This is an optimization exercise on Yosys and OpenROAD, whose aim is small area, a short achievable clock period and few clock cycles, not a production implementation.
RTL that was checked went through simulation tests only; none was proved equivalent to the original.
The RTL of run 5 was laid out without a check of its function.
Power is estimated from default activity; no workload was simulated.

==> design/flow/design.v <==
package ise_pkg;
   typedef struct packed {
      logic insert;    
      logic close;     
   } cell_ctrl_type;
   localparam logic [1:0] ST_EMPTY = 2'b00;
   localparam logic [1:0] ST_OPEN  = 2'b01;
endpackage
module ise_cell #(
   parameter int VALUE_WIDTH = 16,
   parameter bit INVERTED    = 1'b0    
) (
   input  logic                          clock,
   input  logic                          reset,
   input  ise_pkg::cell_ctrl_type        ctrl,
   input  logic signed [VALUE_WIDTH-1:0] new_value,
   input  logic                          new_par,
   input  logic                          new_c,
   input  logic signed [VALUE_WIDTH-1:0] next_value,
   input  logic signed [VALUE_WIDTH-1:0] right_value,    
   input  logic [1:0]                    right_state,
   input  logic                          right_c,
   input  logic                          right_stay,
   output logic signed [VALUE_WIDTH-1:0] value,          
   output logic [1:0]                    state,
   output logic                          c,
   output logic                          stay,
   output logic [1:0]                    state_next,
   output logic signed [VALUE_WIDTH-1:0] value_next       
);
   function automatic logic greater(input logic [VALUE_WIDTH-1:0] a, input logic [VALUE_WIDTH-1:0] b);
      logic [VALUE_WIDTH-1:0] g, e;    
      g = {~a[VALUE_WIDTH-1] & b[VALUE_WIDTH-1], a[VALUE_WIDTH-2:0] & ~b[VALUE_WIDTH-2:0]};
      e = {~a[VALUE_WIDTH-1] | b[VALUE_WIDTH-1], a[VALUE_WIDTH-2:0] | ~b[VALUE_WIDTH-2:0]};
      for (int w = 1; w < VALUE_WIDTH; w = w * 2) begin
         for (int k = 0; k + w < VALUE_WIDTH; k = k + 2 * w) begin
            g[k] = g[k + w] | (e[k + w] & g[k]);
            e[k] = e[k + w] & e[k];
         end
      end
      greater = g[0];
   endfunction
   logic signed [VALUE_WIDTH-1:0] value_ff, value_in;
   logic [1:0]                    state_ff, state_src, state_in;
   logic                          g_ff, g_in;
   logic take_self, take_new, take_right;
   assign stay  = state_ff == ise_pkg::ST_OPEN && (!ctrl.insert || g_ff);
   assign c     = greater(value_ff ^ {VALUE_WIDTH{INVERTED}}, next_value);
   assign value = value_ff;
   assign state = state_ff;
   assign state_next = state_in;
   assign value_next = value_in;
   assign take_self  = stay;
   assign take_new   = !stay && right_stay;
   assign take_right = !stay && !right_stay;
   always_comb begin
      value_in  = ({VALUE_WIDTH{take_self}}  & value_ff)
                | ({VALUE_WIDTH{take_new}}   & (new_value ^ {VALUE_WIDTH{INVERTED}}))
                | ({VALUE_WIDTH{take_right}} & ~right_value);
      state_src = ({2{take_self}}  & state_ff)
                | ({2{take_new}}   & (ctrl.insert ? ise_pkg::ST_OPEN : ise_pkg::ST_EMPTY))
                | ({2{take_right}} & right_state);
      g_in      = (take_self & c) | (take_new & new_c) | (take_right & right_c);
      state_in  = (ctrl.close && state_src == ise_pkg::ST_OPEN) ? {1'b1, new_par} : state_src;
   end
   always_ff @(posedge clock) begin
      value_ff <= value_in;
      g_ff     <= g_in;
      if (reset) begin
         state_ff <= ise_pkg::ST_EMPTY;
      end else begin
         state_ff <= state_in;
      end
   end
endmodule
module insertion_sort_engine #(
   parameter int DEPTH       = 32,
   parameter int VALUE_WIDTH = 16
) (
   input  logic                          clock,
   input  logic                          reset,
   input  logic                          start,
   output logic                          busy,
   input  logic signed [VALUE_WIDTH-1:0] req_value,
   input  logic                          req_last,
   output logic                          rsp_strobe,
   output logic signed [VALUE_WIDTH-1:0] rsp_value_res,
   output logic                          rsp_last_res,
   output logic                          rsp_dropped
);
   logic signed [VALUE_WIDTH-1:0] value_w [DEPTH];
   logic [1:0]                    state_w [DEPTH];
   logic [1:0]                    state_next_w [DEPTH];
   logic signed [VALUE_WIDTH-1:0] value_next_w [DEPTH];
   logic [DEPTH-1:0]              c_w;
   logic [DEPTH-1:0]              stay_w;
   logic                          nx_valid_ff;
   logic signed [VALUE_WIDTH-1:0] nx_value_ff;
   logic                          nx_last_ff;
   logic                          in_valid_ff;
   logic signed [VALUE_WIDTH-1:0] in_value_ff;
   logic          insert_ff;                 
   logic          close_ff;                  
   logic [5:0]    count_ff;                  
   logic          full;
   logic          full_next;
   logic          par_ff;                    
   logic          ovf_open_ff;               
   logic          ovf_head_ff;               
   logic          new_c_ff;                  
   logic          head_out_ff;               
   logic          head_last_ff;              
   logic signed [VALUE_WIDTH-1:0] head_value_ff;    
   ise_pkg::cell_ctrl_type ctrl;
   assign full      = count_ff == DEPTH;
   assign full_next = !ctrl.close && (full || (count_ff == DEPTH - 1 && ctrl.insert));
   assign ctrl.insert = insert_ff;
   assign ctrl.close  = close_ff;
   function automatic logic greater(input logic [VALUE_WIDTH-1:0] a, input logic [VALUE_WIDTH-1:0] b);
      logic [VALUE_WIDTH-1:0] g, e;
      g = {~a[VALUE_WIDTH-1] & b[VALUE_WIDTH-1], a[VALUE_WIDTH-2:0] & ~b[VALUE_WIDTH-2:0]};
      e = {~a[VALUE_WIDTH-1] | b[VALUE_WIDTH-1], a[VALUE_WIDTH-2:0] | ~b[VALUE_WIDTH-2:0]};
      for (int w = 1; w < VALUE_WIDTH; w = w * 2) begin
         for (int k = 0; k + w < VALUE_WIDTH; k = k + 2 * w) begin
            g[k] = g[k + w] | (e[k + w] & g[k]);
            e[k] = e[k + w] & e[k];
         end
      end
      greater = g[0];
   endfunction
   for (genvar i = 0; i < DEPTH; i++) begin : g_cell
      logic signed [VALUE_WIDTH-1:0] right_value;
      logic [1:0]                    right_state;
      logic                          right_c;
      logic                          right_stay;
      if (i == DEPTH - 1) begin : g_tail
         assign right_value = '0;    
         assign right_state = ise_pkg::ST_EMPTY;
         assign right_c     = 1'b0;
         assign right_stay  = 1'b1;
      end else begin : g_inner
         assign right_value = value_w[i+1];
         assign right_state = state_w[i+1];
         assign right_c     = c_w[i+1];
         assign right_stay  = stay_w[i+1];
      end
      ise_cell #(
         .VALUE_WIDTH (VALUE_WIDTH),
         .INVERTED    (i % 2 == 1)
      ) u_cell (
         .clock       (clock),
         .reset       (reset),
         .ctrl        (ctrl),
         .new_value   (in_value_ff),
         .new_par     (par_ff),
         .new_c       (new_c_ff),
         .next_value  (nx_value_ff),
         .right_value (right_value),
         .right_state (right_state),
         .right_c     (right_c),
         .right_stay  (right_stay),
         .value       (value_w[i]),
         .state       (state_w[i]),
         .c           (c_w[i]),
         .stay        (stay_w[i]),
         .state_next  (state_next_w[i]),
         .value_next  (value_next_w[i])
      );
   end
   always_ff @(posedge clock) begin
      nx_value_ff  <= req_value;
      nx_last_ff   <= req_last;
      in_value_ff  <= nx_value_ff;
      new_c_ff     <= greater(nx_value_ff, req_value);
      head_last_ff <= state_next_w[1] != state_next_w[0];
      if (reset) begin
         nx_valid_ff <= 1'b0;
         in_valid_ff <= 1'b0;
         insert_ff   <= 1'b0;
         close_ff    <= 1'b0;
         count_ff    <= '0;
         head_out_ff <= 1'b0;
         head_value_ff <= '0;
         par_ff      <= 1'b0;
         ovf_open_ff <= 1'b0;
         ovf_head_ff <= 1'b0;
      end else begin
         nx_valid_ff <= start;
         in_valid_ff <= nx_valid_ff;
         insert_ff   <= nx_valid_ff && !full_next;
         close_ff    <= nx_valid_ff && nx_last_ff;
         head_out_ff <= state_next_w[0][1];
         head_value_ff <= value_next_w[0];    
         if (ctrl.close) begin
            count_ff <= '0;
         end else if (ctrl.insert) begin
            count_ff <= count_ff + 1'b1;
         end
         if (ctrl.close) begin
            par_ff      <= !par_ff;
            ovf_open_ff <= 1'b0;
         end else if (in_valid_ff && full) begin
            ovf_open_ff <= 1'b1;
         end
         if (ctrl.close && (ovf_open_ff || full)) begin
            ovf_head_ff <= 1'b1;
         end else if (head_out_ff && head_last_ff) begin
            ovf_head_ff <= 1'b0;
         end
      end
   end
   assign busy          = 1'b0;
   assign rsp_strobe    = head_out_ff;
   assign rsp_value_res = head_value_ff;
   assign rsp_last_res  = head_last_ff;
   assign rsp_dropped   = ovf_head_ff;
endmodule
==> design/flow/run.sh <==
#!/bin/bash
# synth_recipe.tcl (not shown) runs the flow's synth.tcl, then flattens the netlist and writes it again
# the make line also repeats each setting of config.mk as NAME=value (left out here)
make -C /OpenROAD-flow-scripts/flow DESIGN_CONFIG=/design/flow/config.mk WORK_HOME=/design/flow/orfs CLKGATE_MAP_FILE= SYNTH_SCRIPT=/design/flow/synth_recipe.tcl finish
==> design/flow/config.mk <==
export PLATFORM = sky130hd
export DESIGN_NAME = insertion_sort_engine
export DESIGN_NICKNAME = insertion_sort_engine
export VERILOG_FILES = /design/flow/design.v
export SDC_FILE = /design/flow/constraint.sdc
export NUM_CORES = 4
export LEC_CHECK = 0
export ABC_AREA = 1
export CAP_MARGIN = 20
export CORE_MARGIN = 2
export CORE_UTILIZATION = 60
export CTS_BUF_LIST = sky130_fd_sc_hd__clkbuf_16
export CTS_CLUSTER_DIAMETER = 80
export CTS_CLUSTER_SIZE = 24
export SETUP_SLACK_MARGIN = 2.45
export SLEW_MARGIN = 20
==> design/flow/constraint.sdc <==
create_clock -name core_clock -period 4.5 [get_ports {clock}]
set_input_delay 0.9000 -clock core_clock [delete_from_list [all_inputs] [get_ports {clock}]]
set_output_delay 0.9000 -clock core_clock [all_outputs]
set_load 0.01 [all_outputs]
==> summary.md, run 1 <==
| Metric | Value |
|---|---|
| Sink Count | `672` |
| Pwr Density | `376 nW/um^2` |
| Final setup vio count | `0` |
| Mapped Cells | `~5000` |
| Core Util, Final | `about two thirds` |
| I/O pin count | `40` |
| Synth top area share | `38.7%` |
| Synth Cell Area | `33900 um^2` |
| Min cycle time layout | `2040 ps` |
| Worst-margin pin slew | `1050 ps` |
| Gr ovfl total | `0` |
| Final Cell Area | `37600 um^2` |
| Inst Count DP | `about 5600` |
| 1st-pass router iterations | `9` |
| Final hold violation count | `0` |
| Die Area | `58500 um^2` |
| CP bufs+invs | `1` |
| Placer congestion estimate | `between 0.9 and 1` |
| H-tree depth | `2` |
| RSZ-0062 raised after global routing | `false` |
| Post-CTS Hold Buffers | `0` |
| Starting density of the core | `60.4%` |
| Register area | `around 14000 um^2` |
| Clock insertion delay at the later pin of the skew report | `a little over 600 ps` |
| Placed instance area | `~35000 um^2` |
| Final Skew | `23.0 ps` |
| Crit path max fanout | `1` |
| Critical Path RT | `about 3600 ps` |
| DR vias/cell | `6.06` |
| Largest net degree at the start of global routing | `53` |
| Total track usage | `about 44%` |
| Register area share after synthesis | `40.1%` |
| Multi-input logic area | `17000 um^2` |
| LEAKAGE | `about 17 nW` |
| Dominant cells by area after synthesis | `dfxtp_1 39%, nand2_1 20%, o221ai_1 8.8%` |
| Hold_sp | `nx_valid_ff` |
| Worst setup EP type | `primary output` |
| CP max stage delay | `390 ps` |
| CTS buffer count | `37` |
| Most numerous cell in the Yosys netlist | `nand2_1` |
| Core area | `56200 um^2` |
| FP Rows | `87` |
| Vias | `35200` |
| First-pass GRT wire length | `195000 um` |
| CTS clk-pin slew, worst paths | `roughly 100 ps` |
| Cell Chain, Critical Path | `buf_2` |
| Post-Syn Nets | `5037` |
| VDD IR max | `0.340 mV` |
| Max cap viols | `0` |
| Top cells by count, synth | `1790 x nand2_1, 656 x dfxtp_1, 560 x inv_1` |
| Slew Limit Headroom | `a little under a third` |
| CP Data Arrival Time | `1140 ps` |
| Final wirelength | `roughly 140000 um` |
| Hpwl dp | `79700 um` |
| Hold slack | `about 430 ps` |
| Fillers | `between 5000 and 6000` |
| Worst R2R Setup Slack | `between 2000 and 3000 ps` |
| Area delta synth->final | `10.8%` |
| Power Total | `between 10 and 15 mW` |
| Buffers on Ports | `38` |
| Yosys reg bits | `672` |
| Delay-heaviest family, CP | `flip-flops` |
| Share of flip-flops with an asynchronous set or reset after synthesis | `0%` |
| Clk buf depth | `3` |
| Initial antenna violation count | `1` |
| Worst r2r src | `in_value_ff[7]` |
| Synth warn | `7` |
| Syn avg cell area | `6.77 um^2` |
| Root buf cell | `clkbuf_16` |
| Crit path kind | `reg2out` |
| Starting DRT DRC Count | `4476` |
| Synth unique cells | `37` |
| R2R depth | `5` |
| Post-synth top area cell | `dfxtp_1` |
| Worst hold path stage count | `2` |
| # DRC | `0` |
| CTS tree | `yes` |
| Chip Height | `242 um` |
| Post-synth EDFFs | `16` |
| Number of global-route vias before repair | `31200` |
| Worst Setup SP | `head_value_ff[12]` |
| CP max-delay cell | `dfxtp_4` |
| Worst path depth | `1` |
| Die width | `242 um` |
| Setup total negative slack | `0 ps` |
| Pre-CTS setup slack | `roughly 1500 ps` |
| Wire per inst | `between 20 and 25 um` |
| Top_reg_cell synth | `dfxtp_1` |
| CP Launch Type | `register` |
| Nets | `5063` |
| Fmax | `0.491 GHz` |
| Layout cells sized above 1 | `9.46%` |
| Period utilization | `between 40 and 50%` |
| Status | `finished clean` |
| Slew Limit Fails | `0` |
| HP Class | `reg2reg` |
| Final worst slack | `2460 ps` |
| Non-Filler Instances | `5819` |
| Post-DRT Antenna Nets | `0` |
[cell families after synthesis]
family	Yosys count	synth area share, %
compound gates	984	20.7
flops	672	40.1
simple gates	2479	28.9
other cells	1	0.0111
buf+inv	876	10.2
xor+xnor	1	0.0258
fa+ha+maj	2	0.0737
[registers in the layout, summed over array words and instances (netlist names), 6 cells and up, named ones only]
signal and cells:
g_cell.u_cell.g_ff 32, count_ff 6, head_value_ff 16, nx_value_ff 16
in_value_ff 16, g_cell.u_cell.state_ff 63, g_cell.u_cell.value_ff 496
[power by group]
group / internal, mW / total [mW] / leakage, nW / switching [mW]
Combinational: 0.934 / 2.59 / 10.4 / 1.65
Clock: 1.94 / 4.14 / 0.618 / 2.19
Sequential: 6.69 / 7.40 / 5.68 / 0.712
[layout by cell type, fill, tap and decap left out, types with 12 or more instances in the layout]
cell             synthesis  final
a21oi_1                105    105
a31oi_1                 17     17
buf_12                   0     25
buf_2                   80     19
buf_4                   11    180
buf_6                    3     12
clkbuf_16                0     37
clkdlybuf4s50_1          0     18
dfxtp_1                656    620
dfxtp_2                  0     24
dfxtp_4                  0     12
edfxtp_1                16     16
inv_1                  560    551
inv_2                   28     30
nand2_1               1790   1767
nand2_2                  8     29
nand3_1                209    209
nor2_1                 423    421
nor2_4                  21     31
o211ai_1               166    166
o21ai_0                273    273
o21ai_4                 24     25
o221ai_1               341    341
o22ai_1                 40     40
[area by class of cell]
cell class | instances | share of cell area, %
clock inverter | 22 | 0.839
timing repair inverter | 1 | 0.0200
antenna | 2 | 0.0133
timing repair buffer | 261 | 6.34
clock buffer | 37 | 2.46
multi-input combinational | 3468 | 45.3
sequential | 672 | 36.4
tap | 756 | 2.52
inverter | 600 | 6.12
[path summary, 6_finish.rpt]
kind	end
max	rsp_value_res[12]
min	close_ff
max reg2reg	g_cell[1].u_cell.value_ff[7]
min reg2reg	close_ff
[worst min-delay path: stages (launching register included)]
cell and delay [ps]:
dfxtp_1 320, nand2_1 50, nor2_1 30
[repair_timing]
item	4_1_cts	5_1_grt
endpoints found under the setup margin	632	377
resized for setup	147	39
pin swaps	22	15
buffers inserted	85	74
hold endpoints to repair	0	0
cloned	0	2
[metal layers]
| metal | up-vias | wire length, um | global-route usage (%) |
|---|---|---|---|
| met5 | - | 0 | 0 |
| met4 | 0 | 9760 | 26.4 |
| met3 | 455 | 17800 | 10.7 |
| met2 | 2161 | 56300 | 66.3 |
| met1 | 16100 | 51400 | 57.3 |
| li1 | 16500 | - | - |
Testbench counts, summed over its fixed seeds: cycles 6,587.
==> run 2, diff against run 1 <==
--- a/design/flow/config.mk
+++ b/design/flow/config.mk
@@ -14,3 +14,3 @@
 export CTS_CLUSTER_SIZE = 24
-export SETUP_SLACK_MARGIN = 2.45
+export SETUP_SLACK_MARGIN = 2.5
 export SLEW_MARGIN = 20
==> summary.md, run 2 <==
| Metric | Value |
|---|---|
| Wire per inst | `23.3 um` |
| Die Area | `between 50000 and 60000 um^2` |
| Share of flip-flops with an asynchronous set or reset after synthesis | `0%` |
| Slew Limit Fails | `0` |
| Syn avg cell area | `6.77 um^2` |
| RSZ-0062 raised after global routing | `true` |
| Initial antenna violation count | `2` |
| CP max-delay cell | `dfxtp_4` |
| Commonest non-fill, non-tap cell in the layout | `nand2_1` |
| 1st-pass router iterations | `6` |
| Post-Syn Nets | `5037` |
| Synth Cell Area | `between 30000 and 40000 um^2` |
| GRT busiest layer | `met2` |
| Total track usage | `~45%` |
| FP Rows | `87` |
| Placed instance area | `between 30000 and 40000 um^2` |
| HP Class | `reg2reg` |
| H-tree depth | `2` |
| Final wirelength | `136000 um` |
| CTS clk-pin slew, worst paths | `about 100 ps` |
| Synth top area share | `38.7%` |
| Met2 GRT Util | `between 60% and 70%` |
| Final Cell Area | `around 38000 um^2` |
| Period utilization | `44.7%` |
| Reg-to-reg endpoint | `head_value_ff[6]` |
| Final setup vio count | `0` |
| Root buf cell | `clkbuf_16` |
| Clk buf depth | `3` |
| First-pass GRT wire length | `198000 um` |
| VDD IR max | `~0.35 mV` |
| Area delta synth->final | `11.0%` |
| Dominant cells by area after synthesis | `dfxtp_1 39%, nand2_1 20%, o221ai_1 8.8%` |
| Worst setup path endpoint | `rsp_value_res[12]` |
| Worst-margin pin slew | `1060 ps` |
| Most numerous cell in the Yosys netlist | `nand2_1` |
| CP Data Arrival Time | `1110 ps` |
| Critical Path RT | `3600 ps` |
| Top reg by flops | `g_cell.u_cell.value_ff` |
| Gr ovfl total | `0` |
| Top_reg_cell synth | `dfxtp_1` |
| Worst r2r src | `in_value_ff[6]` |
| CP Launch Type | `register` |
| Layout cells sized above 1 | `9.36%` |
| Mapped Cells | `between 5000 and 6000` |
| Die width | `242 um` |
| Post-CTS Hold Buffers | `0` |
| Post-synth EDFFs | `16` |
| Vias | `35200` |
| Crit path kind | `reg2out` |
| Buffers on Ports | `38` |
| Sink Count | `approximately 670` |
| Starting DRT DRC Count | `around 4700` |
| Register area share after synthesis | `40.1%` |
| Top cells by count, synth | `1790 x nand2_1, 656 x dfxtp_1, 560 x inv_1` |
| Worst setup EP type | `primary output` |
| Number of global-route vias before repair | `between 30000 and 40000` |
| Post-DRT Antenna Nets | `0` |
| R2R depth | `5` |
| Commonest non-fill, non-tap cells in the layout | `1772 x nand2_1, 625 x dfxtp_1, 550 x inv_1` |
| Global routing met1 resource utilization | `between 50% and 60%` |
| I/O pin count | `40` |
| Synth warn | `7` |
| Starting density of the core | `60.4%` |
| Number of flip-flops in the largest register | `496` |
| Max cap viols | `0` |
| Final hold violation count | `0` |
| Min cycle time layout | `2010 ps` |
| CTS buffer count | `37` |
| # DRC | `0` |
| Crit path max fanout | `1` |
| DR vias/cell | `6.05` |
| Pwr Density | `375 nW/um^2` |
| Biggest regs | `g_cell.u_cell.value_ff: 496 flops, g_cell.u_cell.state_ff: 63 flops, g_cell.u_cell.g_ff: 32 flops` |
| Largest net degree at the start of global routing | `53` |
| LEAKAGE | `16.7 nW` |
| Worst Setup SP | `head_value_ff[12]` |
| CTS tree | `yes` |
| Cell Chain, Critical Path | `buf_6` |
| CP bufs+invs | `1` |
| Delay-heaviest family, CP | `flip-flops` |
| Core area | `56200 um^2` |
| Slew Limit Headroom | `29.2%` |
| Status | `finished clean` |
| Met3 Usage GRT | `11.5%` |
| Placer congestion estimate | `slightly above 0.9` |
| CP max stage delay | `400 ps` |
| Synth unique cells | `37` |
| Nets | `5065` |
| Fmax | `0.497 GHz` |
| Yosys reg bits | `672` |
| Worst path depth | `1` |
| Final Skew | `27.9 ps` |
| Setup total negative slack | `0 ps` |
| Worst R2R Setup Slack | `2500 ps` |
| Clock insertion delay at the later pin of the skew report | `a little over 600 ps` |
| Hold slack | `roughly 430 ps` |
| Chip Height | `242 um` |
| Hpwl dp | `79700 um` |
| Post-synth top area cell | `dfxtp_1` |
run 2: changes by cell type in the layout (fill, tap and decap cells not counted), moves of 3 or more:
cell,previous run,this run
buf_6,12,24
buf_2,19,11
dfxtp_2,24,16
nand2_2,29,21
dfxtp_1,620,625
nand2_1,1767,1772
dfxtp_4,12,15
nand2_4,2,5
run 2: layout make-up:
cell class | instances | area, um^2
Fill cell | 5151 | 18500
Multi-Input combinational cell | 3468 | 17000
Sequential cell | 672 | 13700
Timing Repair Buffer | 263 | 2440
Inverter | 600 | 2310
Tap cell | 756 | 946
Clock buffer | 37 | 926
Clock inverter | 22 | 315
Timing Repair inverter | 1 | 7.51
Antenna cell | 1 | 2.50
run 2: timing repair:
item / in CTS / in global routing
cloned: 1 / 1
resized for setup: 167 / 35
setup endpoints to repair: 635 / 275
setup buffers: 122 / 39
pin swaps: 32 / 4
endpoints found under the hold margin: 0 / 0
run 2: worst min path at each step:
stage / to / slack, ps / cells after the start / startpoint
final: close_ff / 430 / 2 / nx_valid_ff
after global routing: close_ff / 460 / 2 / nx_valid_ff
after CTS: close_ff / 430 / 2 / nx_valid_ff
after detailed placement: close_ff / 410 / 2 / nx_valid_ff
after global placement: close_ff / 420 / 2 / nx_valid_ff
after floorplan: in_value_ff[1] / 330 / 0 / nx_value_ff[1]
run 2: per-layer routing:
| layer | wire length (um) | vias up |
|---|---|---|
| met5 | 13 | - |
| met4 | 9850 | 2 |
| met3 | 18200 | 476 |
| met2 | 56700 | 2128 |
| met1 | 51000 | 16100 |
| li1 | - | 16500 |
run 2: power breakdown:
group	leakage (nW)	internal (mW)	switching [mW]	total [mW]
combinational	10.4	0.942	1.66	2.60
sequential	5.68	6.68	0.714	7.40
clock	0.618	1.94	2.17	4.12
total	16.7	9.57	4.55	14.1
run 2: worst register-to-register path, cell delays in order (launching register included):
cell and delay (ps):
dfxtp_4 700, clkinv_2 450, buf_4 400, o221ai_1 270
nand2_1 90, inv_1 60
run 2: cell families (layout without fill, tap and decap cells):
family / Yosys count / in the layout / synth area share [%]
AOI/OAI and AO/OA: 984 / 984 / 20.7
xor gates and xnor gates: 1 / 1 / 0.0258
adders and majority gates: 2 / 2 / 0.0737
buffers and inverters: 876 / 923 / 10.2
DFF: 672 / 672 / 40.1
other: 1 / 2 / 0.0111
and+or+nand+nor: 2479 / 2480 / 28.9
run 2: stage by stage:
step / setup slack [ps] / instances / utilization [%] / power (mW)
4_1_cts: 2430 / 5779 / 66.1 / 13.9
3_5_place_dp: 1540 / 5597 / 61.6 / 9.93
5_1_grt: 2490 / 5819 / 67.1 / 14.6
6_report: 2490 / 5820 / 67.1 / 14.1
3_3_place_gp: 1600 / 5596 / 61.5 / 9.89
2_1_floorplan: 2750 / 5015 / - / 8.97
==> run 3, diff against run 2 <==
--- a/design/flow/config.mk
+++ b/design/flow/config.mk
@@ -10,3 +10,3 @@
 export CORE_MARGIN = 2
-export CORE_UTILIZATION = 60
+export CORE_UTILIZATION = 50
 export CTS_BUF_LIST = sky130_fd_sc_hd__clkbuf_16
@@ -14,2 +14,3 @@
 export CTS_CLUSTER_SIZE = 24
+export PLACE_DENSITY = 0.75
 export SETUP_SLACK_MARGIN = 2.5
==> summary.md, run 3 <==
| Metric | Value |
|---|---|
| Worst R2R Setup Slack | `2490 ps` |
| Post-synth top area cell | `dfxtp_1` |
| Root buf cell | `clkbuf_16` |
| Clk buf depth | `3` |
| Max cap viols | `0` |
| CP Data Arrival Time | `1130 ps` |
| Min cycle time layout | `2030 ps` |
| Mapped Cells | `between 5000 and 6000` |
| VDD IR max | `0.229 mV` |
| Worst Setup SP | `head_value_ff[2]` |
| Worst-margin pin slew | `1310 ps` |
| Reg-to-reg endpoint | `g_cell[23].u_cell.value_ff[12]` |
| Final setup vio count | `0` |
| Top_reg_cell synth | `dfxtp_1` |
| Nets | `a little over 5000` |
| Status | `finished clean` |
| Share of flip-flops with an asynchronous set or reset after synthesis | `0%` |
| Die Area | `between 60000 and 70000 um^2` |
| Critical Path RT | `3600 ps` |
| Synth Area in Compound Gates | `20.7%` |
| Placer congestion estimate | `around 0.93` |
| Fmax | `0.493 GHz` |
| Synth top area share | `between 30 and 40%` |
| Commonest non-fill, non-tap cell in the layout | `nand2_1` |
| Core area | `67200 um^2` |
| CP max-delay cell | `dfxtp_2` |
| Worst hold path stage count | `2` |
| Hpwl dp | `77100 um` |
| Most numerous cell in the Yosys netlist | `nand2_1` |
| Layout cells sized above 1 | `just over 9%` |
| Hold_sp | `nx_last_ff` |
| Period utilization | `45.1%` |
| Die width | `~260 um` |
| Biggest regs | `g_cell.u_cell.value_ff: 496 flops, g_cell.u_cell.state_ff: 63 flops, g_cell.u_cell.g_ff: 32 flops` |
| Setup total negative slack | `0 ps` |
| Post-Synth Adder-Cell Area | `0.0737%` |
| Synth warn | `7` |
| Crit path kind | `reg2out` |
| Simple-gate share of the synthesized area | `28.9%` |
| FP Rows | `95` |
| Wire per inst | `22.1 um` |
| Final wirelength | `131000 um` |
| Synth unique cells | `37` |
| Initial antenna violation count | `4` |
| Clock insertion delay at the later pin of the skew report | `~600 ps` |
| 1st-pass router iterations | `7` |
| Area delta synth->final | `10.6%` |
| HP Class | `reg2reg` |
| Chip Height | `between 200 and 300 um` |
| Number of global-route vias before repair | `31200` |
| CTS clk-pin slew, worst paths | `100 ps` |
| CP bufs+invs | `1` |
| Starting DRT DRC Count | `4858` |
| CTS buffer count | `36` |
| Synth Cell Area | `33900 um^2` |
| Top reg by flops | `g_cell.u_cell.value_ff` |
| Slew Limit Fails | `0` |
| First-pass GRT wire length | `188000 um` |
| Vias | `35500` |
| Largest family of logic cells by synthesized area | `simple AND/OR/NAND/NOR gates` |
| Pwr Density | `between 300 and 400 nW/um^2` |
| RSZ-0062 raised after global routing | `true` |
| Post-Syn Nets | `5037` |
| Post-DRT Antenna Nets | `0` |
| Gr ovfl total | `0` |
| Xor and xnor area share after synthesis | `less than 1%` |
| Crit path max fanout | `1` |
| CP Launch Type | `register` |
| Syn avg cell area | `between 6 and 7 um^2` |
| CP max stage delay | `390 ps` |
| Final hold violation count | `0` |
| H-tree depth | `2` |
| DR vias/cell | `6.00` |
| Mux share of post-synthesis cell area | `0%` |
| Cell Chain, Critical Path | `clkbuf_2` |
| Top cells by count, synth | `1790 x nand2_1, 656 x dfxtp_1, 560 x inv_1` |
| Number of flip-flops in the largest register | `~500` |
| Post-synth EDFFs | `16` |
| I/O pin count | `40` |
| Worst setup EP type | `primary output` |
| Final Skew | `28.6 ps` |
| Dominant cells by area after synthesis | `dfxtp_1 39%, nand2_1 20%, o221ai_1 8.8%` |
| Total track usage | `35.2%` |
| # DRC | `0` |
| LEAKAGE | `between 15 and 20 nW` |
| Yosys reg bits | `672` |
| Slew Limit Headroom | `12.5%` |
| Worst Hold Endpoint | `close_ff` |
| R2R depth | `4` |
| Sink Count | `672` |
| Worst r2r src | `in_value_ff[12]` |
| Delay-heaviest family, CP | `flip-flops` |
| Core Util, Final | `a little under three fifths` |
| CTS tree | `yes` |
| Starting density of the core | `approximately 50%` |
| Commonest non-fill, non-tap cells in the layout | `1768 x nand2_1, 622 x dfxtp_1, 550 x inv_1` |
| Buffers on Ports | `38` |
| Register area share after synthesis | `about two fifths` |
| Largest net degree at the start of global routing | `62` |
run 3: logic make-up after synthesis:
group	after synthesis
other cells	1
compound gates	984
xor+xnor	1
simple gates	2479
fa+ha+maj	2
flops	672
buf+inv	876
run 3: area by class of cell:
cell class | instances | area (um^2)
fillers | 6219 | 29600
multi-input cells | 3467 | 17100
flip-flops and latches | 672 | 13700
inverters | 600 | 2340
repair buffers | 244 | 2180
well taps | 873 | 1090
clock buffers | 37 | 926
clock inverters | 17 | 229
diodes | 1 | 2.50
run 3: metal layers:
layer | up-vias | global-route usage [%] | routed length, um | share of wire (%)
li1 | 16500 | - | - | -
met1 | 16200 | 46.4 | 49100 | 38
met2 | 2322 | 52.7 | 53900 | 41
met3 | 490 | 8.16 | 18500 | 14
met4 | 0 | 21.0 | 9210 | 7.0
met5 | - | 0 | 0 | 0
run 3: repair_timing:
| action | 4_1_cts | 5_1_grt |
|---|---|---|
| endpoints found under the setup margin | 617 | 360 |
| setup buffers | 114 | 25 |
| pin swaps | 35 | 3 |
| gates resized for setup | 170 | 46 |
| hold buffers | 0 | 0 |
| cloned | 0 | 4 |
run 3: where the power goes:
part / internal [mW] / total, mW / switching (mW)
combinational: 0.946 / 2.58 / 1.64
clock: 1.81 / 3.96 / 2.15
sequential: 6.69 / 7.38 / 0.690
run 3: worst reg2reg max path: cells and delay by family, from the launching register on:
kind | cells | cell delay (ps)
flops | 1 | 320
buf+inv | 2 | 1160
compound gates | 1 | 150
simple gates | 1 | 260
run 3: how the worst max path moves through the flow:
stage | endpoint | slack, ps | cells after the start
2_1_floorplan | g_cell[2].u_cell.state_ff[0] | 2750 | 5
3_3_place_gp | g_cell[28].u_cell.g_ff | 1520 | 9
3_5_place_dp | g_cell[28].u_cell.g_ff | 1440 | 9
4_1_cts | g_cell[2].u_cell.value_ff[10] | 2290 | 9
5_1_grt | rsp_value_res[2] | 2460 | 1
6_report | rsp_value_res[2] | 2470 | 1
run 3: metrics by stage:
stage	setup slack, ps	cells	hold slack [ps]	cell area, um^2	total power [mW]
final	2470	5911	430	37500	13.9
after global routing	2460	5910	454	37500	14.4
after CTS	2290	5881	431	37000	13.7
after detailed placement	1440	5713	418	34700	9.88
after global placement	1520	5712	410	34700	9.81
after floorplan	2750	5015	326	33900	8.97
==> run 4, diff against run 3 <==
--- a/design/flow/config.mk
+++ b/design/flow/config.mk
@@ -10,3 +10,3 @@
 export CORE_MARGIN = 2
-export CORE_UTILIZATION = 50
+export CORE_UTILIZATION = 55
 export CTS_BUF_LIST = sky130_fd_sc_hd__clkbuf_16
@@ -14,3 +14,3 @@
 export CTS_CLUSTER_SIZE = 24
-export PLACE_DENSITY = 0.75
+export PLACE_DENSITY = 0.65
 export SETUP_SLACK_MARGIN = 2.5
==> summary.md, run 4 <==
| Metric | Value |
|---|---|
| Status | `finished clean` |
| Synth top area share | `38.7%` |
| Chip Height | `approximately 250 um` |
| VDD IR max | `0.353 mV` |
| Synth Cell Area | `33900 um^2` |
| Root buf cell | `clkbuf_16` |
| # DRC | `0` |
| CTS clk-pin slew, worst paths | `100 ps` |
| Gr ovfl total | `0` |
| Yosys reg bits | `672` |
| Crit path kind | `reg2out` |
| Worst setup EP type | `primary output` |
| CP max stage delay | `380 ps` |
| Power Total | `14.3 mW` |
| Mapped Cells | `approximately 5000` |
| CP bufs+invs | `1` |
| Critical Path RT | `~3600 ps` |
| Switching fraction of total power | `~33%` |
| Comb pwr share | `18.6%` |
| DR vias/cell | `6.03` |
| CTS tree | `yes` |
| LEAKAGE | `approximately 17 nW` |
| Reg power frac | `51.9%` |
| Sink Count | `about 670` |
| Worst-margin pin slew | `1280 ps` |
| Starting density of the core | `55.3%` |
| Max cap viols | `0` |
| Synth unique cells | `37` |
| Slew Limit Headroom | `14.5%` |
| Period utilization | `44.5%` |
| Synth warn | `7` |
| Total track usage | `41.6%` |
| Die width | `252 um` |
| CP max-delay cell | `dfxtp_2` |
| Number of global-route vias before repair | `30500` |
| Syn avg cell area | `6.77 um^2` |
| Clock insertion delay at the later pin of the skew report | `about 620 ps` |
| Most numerous cell in the Yosys netlist | `nand2_1` |
| HP Class | `reg2reg` |
| Power share of the clock group | `29.6%` |
| CP Data Arrival Time | `~1100 ps` |
| FP Rows | `91` |
| Nets | `5062` |
| Net Sw Power | `4.69 mW` |
| Post-Syn Nets | `5037` |
| Final setup vio count | `0` |
| Cell Chain, Critical Path | `buf_6` |
| CTS buffer count | `38` |
| Slew Limit Fails | `0` |
| Core area | `61400 um^2` |
| Top cells by count, synth | `1790 x nand2_1, 656 x dfxtp_1, 560 x inv_1` |
| Initial antenna violation count | `1` |
| H-tree depth | `2` |
| Share of flip-flops with an asynchronous set or reset after synthesis | `0%` |
| Number of flip-flops in the largest register | `~500` |
| Post-DRT Antenna Nets | `0` |
| CP Launch Type | `register` |
| Starting DRT DRC Count | `4533` |
| Final hold violation count | `0` |
| Area delta synth->final | `11.8%` |
| Hpwl dp | `81400 um` |
| Clk buf depth | `3` |
| First-pass GRT wire length | `slightly below 200000 um` |
| Die Area | `between 60000 and 70000 um^2` |
| Placer congestion estimate | `0.910` |
| Layout cells sized above 1 | `under 10%` |
| Setup total negative slack | `0 ps` |
| Delay-heaviest family, CP | `flip-flops` |
| Int Pwr | `9.58 mW` |
| Pwr Density | `376 nW/um^2` |
| 1st-pass router iterations | `8` |
| I/O pin count | `40` |
| Buffers on Ports | `38` |
| Vias | `around 35000` |
| Post-synth top area cell | `dfxtp_1` |
| Top reg by flops | `g_cell.u_cell.value_ff` |
| Wire per inst | `24.0 um` |
| Final Skew | `28.1 ps` |
| Commonest non-fill, non-tap cells in the layout | `1769 x nand2_1, 629 x dfxtp_1, 552 x inv_1` |
| Crit path max fanout | `1` |
| Min cycle time layout | `2000 ps` |
| Commonest non-fill, non-tap cell in the layout | `nand2_1` |
| Post-synth EDFFs | `16` |
| Final wirelength | `approximately 140000 um` |
| Dominant cells by area after synthesis | `dfxtp_1 39%, nand2_1 20%, o221ai_1 8.8%` |
| Largest net degree at the start of global routing | `50` |
| Register area share after synthesis | `between 40% and 50%` |
| Fmax | `0.500 GHz` |
| Biggest regs | `g_cell.u_cell.value_ff: 496 flops, g_cell.u_cell.state_ff: 63 flops, g_cell.u_cell.g_ff: 32 flops` |
| Top_reg_cell synth | `dfxtp_1` |
| RSZ-0062 raised after global routing | `true` |
run 4: layout make-up:
cell class | instances | area, um^2
fillers | 5762 | 23400
multi-input cells | 3467 | 17000
flip-flops and latches | 672 | 13700
repair buffers | 261 | 2640
inverters | 600 | 2290
clock buffers | 41 | 1030
well taps | 790 | 988
clock inverters | 20 | 273
diodes | 4 | 10.0
run 4: routing by layer:
layer	GRT usage (%)	vias to the layer above	routed length, um
li1	-	16500	-
met1	57.2	16200	56300
met2	60.5	2175	57500
met3	10.6	393	18500
met4	20.1	8	7810
met5	0	-	146
run 4: power groups by stage:
stage	Combinational [mW]	Sequential, mW	Clock, mW
4_1_cts	2.49	7.37	4.22
2_1_floorplan	1.77	7.21	0
6_report	2.65	7.40	4.22
3_3_place_gp	2.40	7.50	0
5_1_grt	2.89	7.45	4.41
3_5_place_dp	2.43	7.50	0
run 4: logic make-up (layout without fill, tap and decap cells):
| family | after synthesis | after routing | synth area share (%) |
|---|---|---|---|
| simple gates | 2479 | 2479 | 28.9 |
| compound gates | 984 | 984 | 20.7 |
| buf+inv | 876 | 922 | 10.2 |
| flops | 672 | 672 | 40.1 |
| fa+ha+maj | 2 | 2 | 0.0737 |
| other cells | 1 | 5 | 0.0111 |
| xor+xnor | 1 | 1 | 0.0258 |
run 4: repair_timing:
| item | in CTS | in global routing |
|---|---|---|
| hold buffers | 0 | 0 |
| gates cloned | 1 | 6 |
| pin swaps | 32 | 9 |
| resized for setup | 166 | 31 |
| setup endpoints to repair | 633 | 424 |
| buffers inserted | 126 | 22 |
run 4: worst paths after layout:
kind                     from                to  slack (ps)  cells after the start
max          head_value_ff[1]  rsp_value_res[1]        2500                      1
min                nx_last_ff          close_ff         420                      2
max reg2reg    nx_value_ff[2]          new_c_ff        2510                      9
min reg2reg        nx_last_ff          close_ff         420                      2
run 4: through the flow:
stage | cell area, um^2 | hold WS [ps] | std cells | setup slack, ps | util (%)
floorplan | 33900 | 326 | 5015 | 2750 | -
global route | 37900 | 434 | 5851 | 2480 | 61.8
finish | 37900 | 420 | 5855 | 2500 | 61.8
global placement | 34600 | 400 | 5635 | 1660 | 56.4
detailed placement | 34600 | 408 | 5635 | 1620 | 56.4
CTS | 37400 | 422 | 5823 | 2480 | 60.9
==> run 5, diff against run 4 <==
--- a/design/flow/design.v
+++ b/design/flow/design.v
@@ -98,2 +98,3 @@
    logic signed [VALUE_WIDTH-1:0] nx_value_ff;
+   logic signed [VALUE_WIDTH-1:0] nx_value_n_ff;    
    logic                          nx_last_ff;
@@ -156,3 +157,3 @@
          .new_c       (new_c_ff),
-         .next_value  (nx_value_ff),
+         .next_value  (i < DEPTH / 2 ? nx_value_ff : ~nx_value_n_ff),
          .right_value (right_value),
@@ -171,2 +172,3 @@
       nx_value_ff  <= req_value;
+      nx_value_n_ff <= ~req_value;
       nx_last_ff   <= req_last;
--- a/design/flow/config.mk
+++ b/design/flow/config.mk
@@ -10,3 +10,3 @@
 export CORE_MARGIN = 2
-export CORE_UTILIZATION = 55
+export CORE_UTILIZATION = 60
 export CTS_BUF_LIST = sky130_fd_sc_hd__clkbuf_16
@@ -14,4 +14,3 @@
 export CTS_CLUSTER_SIZE = 24
-export PLACE_DENSITY = 0.65
-export SETUP_SLACK_MARGIN = 2.5
+export SETUP_SLACK_MARGIN = 2.55
 export SLEW_MARGIN = 20
==> summary.md, run 5 <==
| Metric | Value |
|---|---|
| LEAKAGE | `17.4 nW` |
| Post-synth top area cell | `dfxtp_1` |
| CTS clk-pin slew, worst paths | `about 100 ps` |
| CP Launch Type | `register` |
| # DRC | `0` |
| Sink Count | `~690` |
| Final Skew | `13.2 ps` |
| Worst Setup SP | `insert_ff` |
| Top reg by flops | `g_cell.u_cell.value_ff` |
| Final Cell Area | `roughly 40000 um^2` |
| Non-Filler Instances | `slightly below 6000` |
| Post-Syn Nets | `5037` |
| Core area | `56600 um^2` |
| Crit path max fanout | `8` |
| Slew Limit Fails | `0` |
| Yosys reg bits | `688` |
| Worst path most repeated cell | `buf_12` |
| Worst Hold Endpoint | `in_value_ff[13]` |
| Synth unique cells | `45` |
| DR vias/cell | `~6` |
| 1st-pass router iterations | `6` |
| CTS buffer count | `37` |
| Chip Height | `roughly 240 um` |
| Post-CTS Hold Buffers | `0` |
| Slew Limit Headroom | `approximately 17%` |
| Final setup vio count | `0` |
| Synth Area in Compound Gates | `20.6%` |
| First-pass GRT wire length | `about 200000 um` |
| Synth top area share | `39.1%` |
| Power share of the clock group | `27.2%` |
| Vias | `36000` |
| Worst hold path stage count | `0` |
| Worst setup EP type | `register` |
| Starting DRT DRC Count | `3899` |
| Mux share of post-synthesis cell area | `0%` |
| Xor and xnor area share after synthesis | `0.0254%` |
| Reg power frac | `54.0%` |
| Largest family of logic cells by synthesized area | `simple AND/OR/NAND/NOR gates` |
| Final wirelength | `135000 um` |
| CP Data Arrival Time | `around 2600 ps` |
| Share of flip-flops with an asynchronous set or reset after synthesis | `0%` |
| Int Pwr | `roughly 9.5 mW` |
| Simple-gate share of the synthesized area | `28.1%` |
| FP Rows | `87` |
| Placer congestion estimate | `0.951` |
| Cell Chain, Critical Path | `buf_12, inv_16, buf_16, buf_8, buf_6, o21ai_4, buf_12, clkinvlp_4, nor2_4, clkbuf_16, nand2_1, o211ai_1` |
| Fillers | `around 4800` |
| Top cells by count, synth | `1736 x nand2_1, 672 x dfxtp_1, 599 x inv_1` |
| Commonest non-fill, non-tap cell in the layout | `nand2_1` |
| Largest net degree at the start of global routing | `40` |
| Placed instance area | `approximately 35000 um^2` |
| Delay-heaviest family, CP | `buffers and inverters` |
| Worst-margin pin slew | `1240 ps` |
| Top_reg_cell synth | `dfxtp_1` |
| CP max-delay cell | `dfxtp_4` |
| Buffers on Ports | `38` |
| Final hold violation count | `0` |
| Gr ovfl total | `0` |
| Nets | `5156` |
| Post-synth EDFFs | `16` |
| VDD IR max | `0.342 mV` |
| Root buf cell | `clkbuf_16` |
| Wire per inst | `~23 um` |
| Register area | `14000 um^2` |
| Most numerous cell in the Yosys netlist | `nand2_1` |
| Setup total negative slack | `0 ps` |
| Status | `finished clean` |
| RSZ-0062 raised after global routing | `true` |
| Period utilization | `46.8%` |
| Syn avg cell area | `a little under 7 um^2` |
| H-tree depth | `2` |
| Hpwl dp | `82800 um` |
| Clk buf depth | `3` |
| I/O pin count | `40` |
| Min cycle time layout | `2110 ps` |
| Number of global-route vias before repair | `between 30000 and 40000` |
| CP bufs+invs | `8` |
| Total track usage | `44.2%` |
| Post-DRT Antenna Nets | `0` |
| Net Sw Power | `4.60 mW` |
| Area delta synth->final | `14.4%` |
| Mapped Cells | `roughly 5000` |
| Die Area | `59300 um^2` |
| N_diodes | `0` |
| Biggest regs | `g_cell.u_cell.value_ff: 496 flops, g_cell.u_cell.state_ff: 63 flops, g_cell.u_cell.g_ff: 32 flops` |
| Synth warn | `7` |
| Pwr Density | `358 nW/um^2` |
| CP max stage delay | `370 ps` |
| Register area share after synthesis | `40.4%` |
| Switching fraction of total power | `32.7%` |
| Layout cells sized above 1 | `11.6%` |
| Max cap viols | `0` |
| Number of flip-flops in the largest register | `496` |
| Initial antenna violation count | `1` |
| Clock insertion delay at the later pin of the skew report | `610 ps` |
| Commonest non-fill, non-tap cells in the layout | `1711 x nand2_1, 645 x dfxtp_1, 579 x inv_1` |
| Post-Synth Adder-Cell Area | `less than 1%` |
| Starting density of the core | `60.9%` |
| Crit path kind | `reg2reg` |
| Dominant cells by area after synthesis | `dfxtp_1 39%, nand2_1 19%, o221ai_1 8.7%` |
| Hold_sp | `nx_value_ff[13]` |
| Synth Cell Area | `34400 um^2` |
| Fmax | `0.475 GHz` |
| Inst Count DP | `5612` |
| Reg-to-reg endpoint | `g_cell[30].u_cell.value_ff[10]` |
| Worst r2r src | `insert_ff` |
| Critical Path RT | `5030 ps` |
| Comb pwr share | `18.8%` |
| CTS tree | `yes` |
| Multi-input logic area | `between 15000 and 20000 um^2` |
| Die width | `244 um` |
| R2R depth | `12` |
| Worst R2R Setup Slack | `2390 ps` |
| HP Class | `reg2reg` |
## run 5: cell types whose count changed in the layout (fill, tap and decap cells not counted), moves of 16 or more
cell	previous run	this run
dfxtp_1	629	645
nand2_1	1769	1711
nand2_4	2	19
clkinvlp_4	7	33
inv_1	552	579
buf_12	30	48
nor2_1	420	394
buf_6	19	40
buf_4	169	216
## run 5: kinds of logic after synthesis
kind of cell,Yosys count
and+or+nand+nor,2419
AOI/OAI and AO/OA,1002
buffers and inverters,902
DFF,688
adders and majority gates,2
xor gates and xnor gates,1
other,1
## run 5: worst max-delay path by stage
stage | to | slack (ps) | depth (start not counted)
5_1_grt | g_cell[30].u_cell.value_ff[10] | 2370 | 12
4_1_cts | g_cell[31].u_cell.g_ff | 2460 | 9
2_1_floorplan | g_cell[4].u_cell.state_ff[0] | 2560 | 6
3_3_place_gp | count_ff[1] | 1610 | 5
3_5_place_dp | g_cell[31].u_cell.g_ff | 1550 | 9
6_report | g_cell[30].u_cell.value_ff[10] | 2390 | 12
## run 5: routing by layer
metal | share of wire [%] | track usage, %
met4 | 10 | 35.7
met1 | 36 | 53.2
met5 | 0.0096 | 0
met2 | 42 | 68.2
met3 | 11 | 9.64
## run 5: metrics by stage
step | setup slack (ps) | util [%] | total power, mW | hold WS [ps]
final | 2390 | 69.6 | 14.1 | 373
after global routing | 2370 | 69.6 | 14.6 | 383
after CTS | 2460 | 67.2 | 13.9 | 357
after detailed placement | 1550 | 61.9 | 10.1 | 339
after global placement | 1610 | 61.9 | 10.0 | 336
after floorplan | 2560 | - | 9.12 | 326
## run 5: power groups by stage
stage	logic (mW)	registers [mW]	clock network, mW
6_report	2.65	7.62	3.83
3_3_place_gp	2.35	7.68	0
4_1_cts	2.48	7.55	3.84
2_1_floorplan	1.75	7.37	0
3_5_place_dp	2.39	7.68	0
5_1_grt	2.92	7.67	4.04
## run 5: repair_timing
| action | 4_1_cts | 5_1_grt |
|---|---|---|
| pin swaps | 36 | 34 |
| setup endpoints to repair | 635 | 291 |
| resized for setup | 216 | 131 |
| buffers inserted | 155 | 69 |
| hold endpoints to repair | 0 | 0 |
| gates cloned | 6 | 9 |
## run 5: layout make-up
cell class	instances	area share (%)
multi-input cells	3425	43.7
flip-flops and latches	688	35.5
repair buffers	341	9.05
inverters	634	6.40
well taps	756	2.40
clock buffers	37	2.35
clock inverters	23	0.461
repair inverters	7	0.143
==> run 6, diff against run 5 <==
--- a/design/flow/design.v
+++ b/design/flow/design.v
@@ -98,3 +98,2 @@
    logic signed [VALUE_WIDTH-1:0] nx_value_ff;
-   logic signed [VALUE_WIDTH-1:0] nx_value_n_ff;    
    logic                          nx_last_ff;
@@ -157,3 +156,3 @@
          .new_c       (new_c_ff),
-         .next_value  (i < DEPTH / 2 ? nx_value_ff : ~nx_value_n_ff),
+         .next_value  (nx_value_ff),
          .right_value (right_value),
@@ -172,3 +171,2 @@
       nx_value_ff  <= req_value;
-      nx_value_n_ff <= ~req_value;
       nx_last_ff   <= req_last;
--- a/design/flow/config.mk
+++ b/design/flow/config.mk
@@ -12,5 +12,5 @@
 export CTS_BUF_LIST = sky130_fd_sc_hd__clkbuf_16
-export CTS_CLUSTER_DIAMETER = 80
-export CTS_CLUSTER_SIZE = 24
-export SETUP_SLACK_MARGIN = 2.55
+export CTS_CLUSTER_DIAMETER = 60
+export CTS_CLUSTER_SIZE = 20
+export SETUP_SLACK_MARGIN = 2.5
 export SLEW_MARGIN = 20
==> summary.md, run 6 <==
| Metric | Value |
|---|---|
| R2R depth | `10` |
| Min cycle time layout | `2040 ps` |
| Worst R2R Setup Slack | `2550 ps` |
| RSZ-0062 raised after global routing | `true` |
| Yosys reg bits | `672` |
| Crit path kind | `reg2out` |
| Register area share after synthesis | `40.1%` |
| CP Launch Type | `register` |
| Gr ovfl total | `0` |
| Post-Syn Nets | `5037` |
| Largest net degree at the start of global routing | `53` |
| Pre-CTS setup slack | `1540 ps` |
| CTS buffer count | `50` |
| H-tree depth | `2` |
| Power Total | `14.7 mW` |
| FP Rows | `87` |
| Post-synth top area cell | `dfxtp_1` |
| I/O pin count | `40` |
| Non-Filler Instances | `5851` |
| Commonest non-fill, non-tap cells in the layout | `1772 x nand2_1, 623 x dfxtp_1, 548 x inv_1` |
| Worst-margin pin slew | `1050 ps` |
| Final wirelength | `136000 um` |
| # DRC | `0` |
| Status | `finished clean` |
| Die width | `242 um` |
| Number of global-route vias before repair | `31700` |
| Area delta synth->final | `12.1%` |
| Die Area | `58500 um^2` |
| Synth unique cells | `37` |
| CP max-delay cell | `dfxtp_4` |
| Synth warn | `7` |
| DR vias/cell | `6.04` |
| Layout cells sized above 1 | `9.90%` |
| Biggest regs | `g_cell.u_cell.value_ff: 496 flops, g_cell.u_cell.state_ff: 63 flops, g_cell.u_cell.g_ff: 32 flops` |
| CP bufs+invs | `1` |
| Top_reg_cell synth | `dfxtp_1` |
| Fillers | `5094` |
| Most numerous cell in the Yosys netlist | `nand2_1` |
| Final Cell Area | `38100 um^2` |
| Hpwl dp | `~80000 um` |
| Commonest non-fill, non-tap cell in the layout | `nand2_1` |
| Slew Limit Headroom | `~30%` |
| Worst setup EP type | `primary output` |
| Final Skew | `15.6 ps` |
| Initial antenna violation count | `0` |
| Total track usage | `45.0%` |
| Setup total negative slack | `0 ps` |
| 1st-pass router iterations | `6` |
| Worst path depth | `1` |
| Placer congestion estimate | `0.921` |
| Clk buf depth | `3` |
| CP Data Arrival Time | `1140 ps` |
| Max cap viols | `0` |
| Fmax | `0.491 GHz` |
| Dominant cells by area after synthesis | `dfxtp_1 39%, nand2_1 20%, o221ai_1 8.8%` |
| Hold slack | `413 ps` |
| Starting density of the core | `a little over 60%` |
| Worst hold path stage count | `2` |
| Core Util, Final | `between 60% and 70%` |
| Placed instance area | `34600 um^2` |
| Period utilization | `45.2%` |
| CP max stage delay | `390 ps` |
| Top cells by count, synth | `1790 x nand2_1, 656 x dfxtp_1, 560 x inv_1` |
| Share of flip-flops with an asynchronous set or reset after synthesis | `0%` |
| Number of flip-flops in the largest register | `496` |
| Chip Height | `242 um` |
| Synth Cell Area | `33900 um^2` |
| Pwr Density | `388 nW/um^2` |
| Syn avg cell area | `6.77 um^2` |
| LEAKAGE | `around 17 nW` |
| Clock insertion delay at the later pin of the skew report | `between 600 and 700 ps` |
| Top reg by flops | `g_cell.u_cell.value_ff` |
| Delay-heaviest family, CP | `flip-flops` |
| First-pass GRT wire length | `198000 um` |
| Sink Count | `672` |
| Wire per inst | `23.3 um` |
| Post-synth EDFFs | `16` |
| Slew Limit Fails | `0` |
| Core area | `roughly 56000 um^2` |
| Final setup vio count | `0` |
| Buffers on Ports | `38` |
| Post-DRT Antenna Nets | `0` |
| Inst Count DP | `5597` |
| Cell Chain, Critical Path | `buf_6` |
| Crit path max fanout | `2` |
| Vias | `between 30000 and 40000` |
| CTS clk-pin slew, worst paths | `roughly 90 ps` |
| Starting DRT DRC Count | `4218` |
| Mapped Cells | `about 5000` |
| Final hold violation count | `0` |
| CTS tree | `yes` |
| Root buf cell | `clkbuf_16` |
| HP Class | `reg2reg` |
| Synth top area share | `between 30% and 40%` |
| Nets | `5076` |
| Critical Path RT | `3600 ps` |
| Final worst slack | `2460 ps` |
| VDD IR max | `0.410 mV` |
## run 6: cell types whose count changed after synthesis, sizes merged, moves of 11 or more
cell,change
dfxtp,-16
inv,-38
nand2,+39
o21ai,-16
o22ai,-13
clkbuf,+13
nor2,+24
nand3,+11
## run 6: kinds of logic after synthesis
logic type	count (synthesis)	share of synthesized area, %
fa+ha+maj	2	0.0737
flops	672	40.1
xor+xnor	1	0.0258
other cells	1	0.0111
simple gates	2479	28.9
compound gates	984	20.7
buf+inv	876	10.2
## run 6: what timing repair did
item,in CTS,in global routing
endpoints found under the setup margin,639,243
gates resized for setup,169,34
buffers inserted,125,34
pin swaps,34,6
hold buffers,0,0
cloned,1,1
## run 6: cell type report
cell class                 count  area, um^2  share of cell area (%)
sequential                   672       13700                    36.0
timing repair buffer         261        2440                    6.41
antenna                        2        5.00                  0.0132
tap                          756         946                    2.49
clock buffer                  51        1280                    3.35
timing repair inverter         1        7.51                  0.0197
inverter                     600        2310                    6.06
multi-input combinational   3468       17000                    44.7
clock inverter                40         363                   0.953
## run 6: path summary, 6_finish.rpt
path                       endpoint      startpoint
max                      rsp_strobe     head_out_ff
min                        close_ff     nx_valid_ff
max reg2reg  g_cell[31].u_cell.g_ff  nx_value_ff[8]
min reg2reg                close_ff     nx_valid_ff
## run 6: worst min-delay path: cells and delay by family, from the launching register on
family           cells  cell delay [ps]
DFF                  1              310
and+or+nand+nor      2               80
## run 6: power breakdown
group,internal [mW],switching (mW),total (mW)
Combinational,0.945,1.66,2.60
Clock,2.27,2.47,4.74
Sequential,6.68,0.717,7.40
Total,9.90,4.85,14.7
## run 6: metal layers
layer  part of all wire (%)  vias up  track usage [%]
met3                     14      474             11.7
met4                    7.5        0             28.4
met1                     37    16100             58.0
met2                     42     2133             67.1
li1                       -    16600                -
met5                      0        -                0
Testbench counts of run 6, summed over its fixed seeds: cycles 6,587.
==> run 7, diff against run 6 <==
==> design/flow/flow/run.sh (new file) <==
#!/bin/bash
# the standard layout, with one change: synthesis maps the logic with ABC for area
# (flow/abc_area.script: map -a) instead of ORFS's area script. registers are mapped before
# ABC runs, so they come out as in the standard synthesis.
set -euo pipefail
W=$PWD
# ORFS's scripts, with the ABC area script replaced
rm -rf "$W/scripts"
cp -r "$FLOW_HOME/scripts" "$W/scripts"
cp "$W/flow/abc_area.script" "$W/scripts/abc_area.script"
bash "$W/standard.sh" SCRIPTS_DIR="$W/scripts" finish > "$W/standard.log" 2>&1
==> design/flow/flow/abc_area.script (new file) <==
strash
dch
map -a
topo
stime -c
buffer -c
upsize -c
dnsize -c
==> design/flow/standard.sh (new file) <==
#!/bin/bash
# synth_recipe.tcl (not shown) runs the flow's synth.tcl, then flattens the netlist and writes it again
# the make line also repeats each setting of config.mk as NAME=value (left out here)
make -C /OpenROAD-flow-scripts/flow DESIGN_CONFIG=/design/flow/config.mk WORK_HOME=/design/flow/orfs CLKGATE_MAP_FILE= SYNTH_SCRIPT=/design/flow/synth_recipe.tcl "${@:-finish}"
--- a/design/flow/config.mk
+++ b/design/flow/config.mk
@@ -12,4 +12,4 @@
 export CTS_BUF_LIST = sky130_fd_sc_hd__clkbuf_16
-export CTS_CLUSTER_DIAMETER = 60
-export CTS_CLUSTER_SIZE = 20
+export CTS_CLUSTER_DIAMETER = 80
+export CTS_CLUSTER_SIZE = 24
 export SETUP_SLACK_MARGIN = 2.5
removed: design/flow/run.sh
==> summary.md, run 7 <==
| Metric | Value |
|---|---|
| Area delta synth->final | `18.0%` |
| Cell Chain, Critical Path | `buf_4, buf_12, a221oi_2, o21ai_2, o41ai_2, a22oi_1, o21ai_0` |
| Final Cell Area | `37100 um^2` |
| Top_reg_cell synth | `dfxtp_1` |
| Post-CTS Hold Buffers | `0` |
| Fillers | `3987` |
| Power share of the clock group | `21.5%` |
| Biggest regs | `g_cell.u_cell.value_ff: 496 flops, g_cell.u_cell.state_ff: 63 flops, g_cell.u_cell.g_ff: 32 flops` |
| Max cap viols | `0` |
| CTS buffer count | `37` |
| Synth top area share | `41.8%` |
| Initial antenna violation count | `4` |
| Top reg by flops | `g_cell.u_cell.value_ff` |
| Dominant cells by area after synthesis | `dfxtp_1 42%, o221ai_1 8.7%, nand2_1 6.6%` |
| H-tree depth | `2` |
| CTS tree | `yes` |
| Buffers on Ports | `38` |
| Core area | `slightly above 50000 um^2` |
| Number of flip-flops in the largest register | `496` |
| Worst-margin pin slew | `1360 ps` |
| Die width | `233 um` |
| # DRC | `0` |
| Hold slack | `~420 ps` |
| Syn avg cell area | `7.82 um^2` |
| Starting density of the core | `between 60% and 70%` |
| Die Area | `around 54000 um^2` |
| Share of flip-flops with an asynchronous set or reset after synthesis | `0%` |
| RSZ-0062 raised after global routing | `true` |
| Worst setup EP type | `register` |
| Slew Limit Headroom | `9.45%` |
| Synth warn | `7` |
| Power Total | `approximately 18 mW` |
| Worst Setup SP | `nx_value_ff[14]` |
| Wire per inst | `between 20 and 30 um` |
| CP Data Arrival Time | `around 2700 ps` |
| Final setup vio count | `0` |
| Sink Count | `672` |
| Post-synth EDFFs | `16` |
| Non-Filler Instances | `4802` |
| DR vias/cell | `7.08` |
| Synth Cell Area | `31400 um^2` |
| Pre-CTS setup slack | `approximately 1500 ps` |
| HP Class | `in2reg` |
| Final worst slack | `2350 ps` |
| Slew Limit Fails | `0` |
| Pwr Density | `a little under 500 nW/um^2` |
| Core Util, Final | `72.0%` |
| Post-DRT Antenna Nets | `0` |
| Post-Syn Nets | `4041` |
| Clk buf depth | `3` |
| Hold_sp | `req_value[6]` |
| FP Rows | `83` |
| Most numerous cell in the Yosys netlist | `dfxtp_1` |
| Placed instance area | `32100 um^2` |
| Commonest non-fill, non-tap cell in the layout | `dfxtp_1` |
| Mapped Cells | `4019` |
| Yosys reg bits | `672` |
| Layout cells sized above 1 | `~16%` |
| Commonest non-fill, non-tap cells in the layout | `633 x dfxtp_1, 549 x nand2_1, 421 x inv_1` |
| I/O pin count | `40` |
| VDD IR max | `between 0.4 and 0.5 mV` |
| CP max stage delay | `480 ps` |
| Switching fraction of total power | `37.0%` |
| Chip Height | `233 um` |
| Crit path kind | `reg2reg` |
| Clock insertion delay at the later pin of the skew report | `620 ps` |
| Final wirelength | `138000 um` |
| Critical Path RT | `5050 ps` |
| Root buf cell | `clkbuf_16` |
| CTS clk-pin slew, worst paths | `~100 ps` |
| Inst Count DP | `about 4500` |
| Net Sw Power | `6.65 mW` |
| 1st-pass router iterations | `7` |
| Gr ovfl total | `0` |
| First-pass GRT wire length | `191000 um` |
| Status | `finished clean` |
| LEAKAGE | `14.3 nW` |
| Comb pwr share | `27.5%` |
| Final Skew | `24.4 ps` |
| Nets | `4120` |
| Int Pwr | `11.3 mW` |
| Reg power frac | `51.0%` |
| Register area share after synthesis | `43.3%` |
| Vias | `~34000` |
| Total track usage | `a little under half` |
| Fmax | `0.466 GHz` |
| CP Launch Type | `register` |
| Hpwl dp | `78100 um` |
| Worst r2r src | `nx_value_ff[14]` |
| Period utilization | `47.7%` |
| CP max-delay cell | `o41ai_2` |
| Placer congestion estimate | `slightly below 1` |
| Final hold violation count | `0` |
| Crit path max fanout | `40` |
| Setup total negative slack | `0 ps` |
| Top cells by count, synth | `656 x dfxtp_1, 550 x nand2_1, 472 x inv_1` |
| Starting DRT DRC Count | `~5700` |
| Min cycle time layout | `2150 ps` |
| Synth unique cells | `59` |
| Largest net degree at the start of global routing | `85` |
| Post-synth top area cell | `dfxtp_1` |
| Number of global-route vias before repair | `30600` |
## run 7: power by group through the flow
stage	registers (mW)	clock network [mW]	logic (mW)
floorplan	8.53	0	3.05
global placement	9.09	0	3.86
detailed placement	9.12	0	4.02
CTS	9.00	3.82	4.35
global route	9.28	4.05	5.30
finish	9.17	3.88	4.94
## run 7: logic make-up after synthesis
logic type / after synthesis / share of synthesized area (%)
DFF: 672 / 43.3
adders and majority gates: 9 / 0.311
muxes: 1 / 0.0358
buffers and inverters: 780 / 9.98
other: 1 / 0.0119
AOI/OAI and AO/OA: 1447 / 31.8
and+or+nand+nor: 1107 / 14.4
xor gates and xnor gates: 2 / 0.0558
## run 7: final cells by class
cell class	count	area (um^2)	share of cell area (%)
Timing Repair inverter	4	47.5	0.128
Tap cell	680	851	2.29
Clock buffer	37	926	2.50
Sequential cell	672	13700	36.9
Timing Repair Buffer	324	3490	9.43
Antenna cell	4	10.0	0.0270
Clock inverter	22	220	0.594
Multi-Input combinational cell	2568	15800	42.6
Inverter	491	2060	5.54
## run 7: final timing paths
kind                                end  slack (ps)  cells after the start
hold reg to reg                close_ff         450                      2
setup / recovery  g_cell[8].u_cell.g_ff        2350                      7
hold / removal           nx_value_ff[6]         420                      1
setup reg to reg  g_cell[8].u_cell.g_ff        2350                      7
## run 7: routing by layer
layer,vias to the layer above,wire (um),GRT usage [%]
met3,724,22500,15.0
li1,14600,-,-
met4,4,12400,31.0
met5,-,61,0
met1,15900,49000,61.8
met2,2714,53500,66.1
## run 7: worst max-delay path, delay by kind of cell, from the launching register on
kind | cells | cell delay, ps
AOI/OAI and AO/OA | 5 | 1330
buffers and inverters | 2 | 330
DFF | 1 | 360
## run 7: what timing repair did
action / 4_1_cts / 5_1_grt
gates cloned: 6 / 11
endpoints found under the hold margin: 0 / 0
buffers inserted: 116 / 69
gates resized for setup: 363 / 211
setup endpoints to repair: 618 / 488
pin swaps: 68 / 63

## re-timing with driven ports
No port has a modelled driver above. Below, the same layouts with a new extraction and two added sets of constraints.
Step 1, drivers: a clkbuf_16 drives clock and a buf_2 each remaining input, both assumed.
Step 2 also shifts input and output timing later by t, the mid clock arrival at the registers, as if the neighbouring blocks saw the same clock.
Slacks: no drivers / after step 1 / after step 2; pairs: no drivers / after step 1.
| run | t, ns | slack for setup (ns) | worst setup path at the end | slew at the worst register clock pin (ns) | pins driven straight from the clock port |
|---|---|---|---|---|---|
| run 1 | 0.669 | 2.464 / 2.399 / 1.968 | input to register | 0.10 / 0.10 | 1 |
| run 2 | 0.662 | 2.489 / 2.425 / 2.035 | input to register | 0.10 / 0.10 | 1 |
| run 3 | 0.661 | 2.472 / 2.407 / 1.956 | input to register | 0.11 / 0.11 | 1 |
| run 4 | 0.680 | 2.500 / 2.430 / 2.043 | input to register | 0.10 / 0.10 | 1 |
| run 5 | 0.671 | 2.394 / 2.359 / 1.835 | input to register | 0.10 / 0.10 | 1 |
| run 6 | 0.687 | 2.464 / 2.401 / 2.010 | input to register | 0.09 / 0.09 | 1 |
| run 7 | 0.671 | 2.353 / 2.353 / 1.999 | input to register | 0.10 / 0.10 | 1 |
After both steps every run listed still meets setup and hold. For run 5, which loses most, drivers alone change the setup slack by -0.035 ns; drivers and shift together by -0.559 ns.
